This design comes from an exercise in tuning for small area, a short achievable clock period and few clock cycles per item on the open sky130 flow, not from production work.
RTL that was checked went through simulation tests only; none was proved equivalent to the original.

==> module decimal_palindrome_check_unit, before the edit <==
module decimal_palindrome_check_unit
#(
	parameter int VALUE_BITS = dpc_pkg::DEF_VALUE_BITS
) (
	input  wire logic                         clk,
	input  wire logic                         arst_n,
	input  wire logic                         in_valid,
	output logic                              in_ready,
	input  wire logic signed [VALUE_BITS-1:0] in_value,
	input  wire logic                         in_is_last,
	output logic                              out_valid,
	input  wire logic                         out_ready,
	output logic signed [VALUE_BITS-1:0]      out_value_echo,
	output logic                              out_is_palindrome,
	output logic                              out_last_out
);
	logic        adv;
	logic        valid_q1;
	logic        last_q1;
	logic [31:0] value_q1;
	logic [39:0] bcd_q1;
	logic [39:0] bcd_nx1;
	logic        valid_q2;
	logic        last_q2;
	logic [31:0] value_q2;
	logic [39:0] bcd_q2;
	logic [39:0] bcd_nx2;
	logic        valid_q3;
	logic        last_q3;
	logic [31:0] value_q3;
	logic [39:0] bcd_q3;
	logic [39:0] bcd_nx3;
	logic        valid_q4;
	logic        last_q4;
	logic [31:0] value_q4;
	logic [39:0] bcd_q4;
	logic [39:0] bcd_nx4;
	logic        valid_q5;
	logic        last_q5;
	logic [31:0] value_q5;
	logic [9:0]  term_q5;
	logic [39:0] bcd_fin;
	logic [39:0] bcd_mag;
	logic [9:0]  term_nx;
	logic        neg_end9;
	logic [3:0]  d0;
	logic [3:0]  d0_inc;
	assign adv      = !valid_q5 || out_ready;
	assign in_ready = adv;
	dpc_dd_stage #(.S0(0), .NB(7)) u_dd0 (
		.in_bcd  (40'd0),
		.in_bits (in_value[30:24] ^ {7{in_value[31]}}),
		.out_bcd (bcd_nx1)
	);
	dpc_dd_stage #(.S0(7), .NB(7)) u_dd1 (
		.in_bcd  (bcd_q1),
		.in_bits (value_q1[23:17] ^ {7{value_q1[31]}}),
		.out_bcd (bcd_nx2)
	);
	dpc_dd_stage #(.S0(14), .NB(7)) u_dd2 (
		.in_bcd  (bcd_q2),
		.in_bits (value_q2[16:10] ^ {7{value_q2[31]}}),
		.out_bcd (bcd_nx3)
	);
	dpc_dd_stage #(.S0(21), .NB(8)) u_dd3 (
		.in_bcd  (bcd_q3),
		.in_bits (value_q3[9:2] ^ {8{value_q3[31]}}),
		.out_bcd (bcd_nx4)
	);
	dpc_dd_stage #(.S0(29), .NB(2)) u_dd4 (
		.in_bcd  (bcd_q4),
		.in_bits (value_q4[1:0] ^ {2{value_q4[31]}}),
		.out_bcd (bcd_fin)
	);
	assign d0     = bcd_fin[3:0];
	assign d0_inc = {d0[3] | (d0[2] & d0[1] & d0[0]), d0[2] ^ (d0[1] & d0[0]), d0[1] ^ d0[0], !d0[0]};
	assign bcd_mag = {bcd_fin[39:4], value_q4[31] ? d0_inc : d0};
	assign neg_end9 = value_q4[31] && bcd_fin[3] && bcd_fin[0];
	dpc_sym_pairs u_pairs (
		.in_bcd   (bcd_mag),
		.in_not   (neg_end9),
		.out_term (term_nx)
	);
	always_ff @(posedge clk or negedge arst_n) begin
		if (!arst_n) begin
			valid_q1 <= 1'b0;
			valid_q2 <= 1'b0;
			valid_q3 <= 1'b0;
			valid_q4 <= 1'b0;
			valid_q5 <= 1'b0;
		end else begin
			if (adv) begin
				valid_q1 <= in_valid;
				valid_q2 <= valid_q1;
				valid_q3 <= valid_q2;
				valid_q4 <= valid_q3;
				valid_q5 <= valid_q4;
			end
		end
	end
	always_ff @(posedge clk) begin
		if (adv && in_valid) begin
			last_q1  <= in_is_last;
			value_q1 <= in_value;
			bcd_q1   <= bcd_nx1;
		end
		if (adv && valid_q1) begin
			last_q2  <= last_q1;
			value_q2 <= value_q1;
			bcd_q2   <= bcd_nx2;
		end
		if (adv && valid_q2) begin
			last_q3  <= last_q2;
			value_q3 <= value_q2;
			bcd_q3   <= bcd_nx3;
		end
		if (adv && valid_q3) begin
			last_q4  <= last_q3;
			value_q4 <= value_q3;
			bcd_q4   <= bcd_nx4;
		end
		if (adv && valid_q4) begin
			last_q5  <= last_q4;
			value_q5 <= value_q4;
			term_q5  <= term_nx;
		end
	end
	assign out_valid         = valid_q5;
	assign out_last_out      = last_q5;
	assign out_value_echo    = value_q5;
	dpc_sym_check u_sym (
		.in_term (term_q5),
		.out_pal (out_is_palindrome)
	);
endmodule
clock: 6.5 ns
lec_check: 0
abc_area: 1
cap_margin: 20
core_margin: 2
core_utilization: 40
setup_slack_margin: 3.35
slew_margin: 20
standard.sh (not shown) runs the stock make flow with config.mk's settings and CLKGATE_MAP_FILE= SYNTH_SCRIPT=/design/flow/synth_recipe.tcl, a recipe that flattens the netlist after the stock synthesis.
==> flow/flow/run.sh <==
#!/bin/bash
# The standard layout, with the port buffers made as sky130_fd_sc_hd__buf_1 cells (the flow's
# timing repair resizes them where needed) instead of the slow delay-buffer cell that
# buffer_ports picks by default. Every port still gets its buffer.
set -euo pipefail
export BUFFER_PORTS_ARGS="-buffer_cell sky130_fd_sc_hd__buf_1"
bash standard.sh > standard_flow.log 2>&1
The baseline completed with no timing, DRC or antenna violations.
Edit:
--- a/flow/design.v
+++ b/flow/design.v
@@ -169,18 +169,18 @@
 	dpc_dd_stage #(.S0(14), .NB(7)) u_dd2 (
 		.in_bcd  (bcd_q2),
 		.in_bits (value_q2[16:10] ^ {7{value_q2[31]}}),
 		.out_bcd (bcd_nx3)
 	);
-	dpc_dd_stage #(.S0(21), .NB(8)) u_dd3 (
+	dpc_dd_stage #(.S0(21), .NB(7)) u_dd3 (
 		.in_bcd  (bcd_q3),
-		.in_bits (value_q3[9:2] ^ {8{value_q3[31]}}),
+		.in_bits (value_q3[9:3] ^ {7{value_q3[31]}}),
 		.out_bcd (bcd_nx4)
 	);
-	dpc_dd_stage #(.S0(29), .NB(2)) u_dd4 (
+	dpc_dd_stage #(.S0(28), .NB(3)) u_dd4 (
 		.in_bcd  (bcd_q4),
-		.in_bits (value_q4[1:0] ^ {2{value_q4[31]}}),
+		.in_bits (value_q4[2:0] ^ {3{value_q4[31]}}),
 		.out_bcd (bcd_fin)
 	);
 	assign d0     = bcd_fin[3:0];
 	assign d0_inc = {d0[3] | (d0[2] & d0[1] & d0[0]), d0[2] ^ (d0[1] & d0[0]), d0[1] ^ d0[0], !d0[0]};
 	assign bcd_mag = {bcd_fin[39:4], value_q4[31] ? d0_inc : d0};
The new run produced a clean layout.
Count of clock-buffer cells in the layout goes up by 1.
Cell count grows slightly.
Register-to-register slack gets better by 0.22 ns.
Worst hold slack improves by 0.0093 ns.
Via count drops by a few percent.
Design area is lower by roughly a tenth.
Testbench counts after the change, summed over its fixed seeds: cycles 12,040, items 12,000.
Only the layout flow was run in the first run of this note; the RTL was not checked for function there.

re-timing with driven ports:
In the flow no input, the clock included, has a driving cell. The finished layouts below were timed again as built, in two steps.
Step 1 (the two cells are an assumption about what drives the block):
set clk [get_ports {clk}]
set_driving_cell -lib_cell sky130_fd_sc_hd__clkbuf_16 $clk
set_driving_cell -lib_cell sky130_fd_sc_hd__buf_2 [delete_from_list [all_inputs] $clk]
Step 2 adds t to the input delays and takes it off the output delays; t is the mean of the earliest and latest rising clock arrival at the registers after step 1. Input paths then give back, and output paths get back, about the clock's delay inside the block.
a / b / c = ideal / step 1 / step 2; a / b = the first two.
run	t (ns)	slack for setup (ns)	worst setup path at the end	latest minus earliest clock arrival (ns)	slew at the worst register clock pin (ns)
the first run	0.619	3.301 / 3.301 / 3.038	input to register	0.029 / 0.028	0.07 / 0.07
the second run	0.630	3.474 / 3.449 / 2.941	input to register	0.019 / 0.020	0.07 / 0.07
After both steps every run listed still meets setup and hold. For the second run, which loses most, drivers alone change the setup slack by -0.025 ns; drivers and shift together by -0.533 ns.
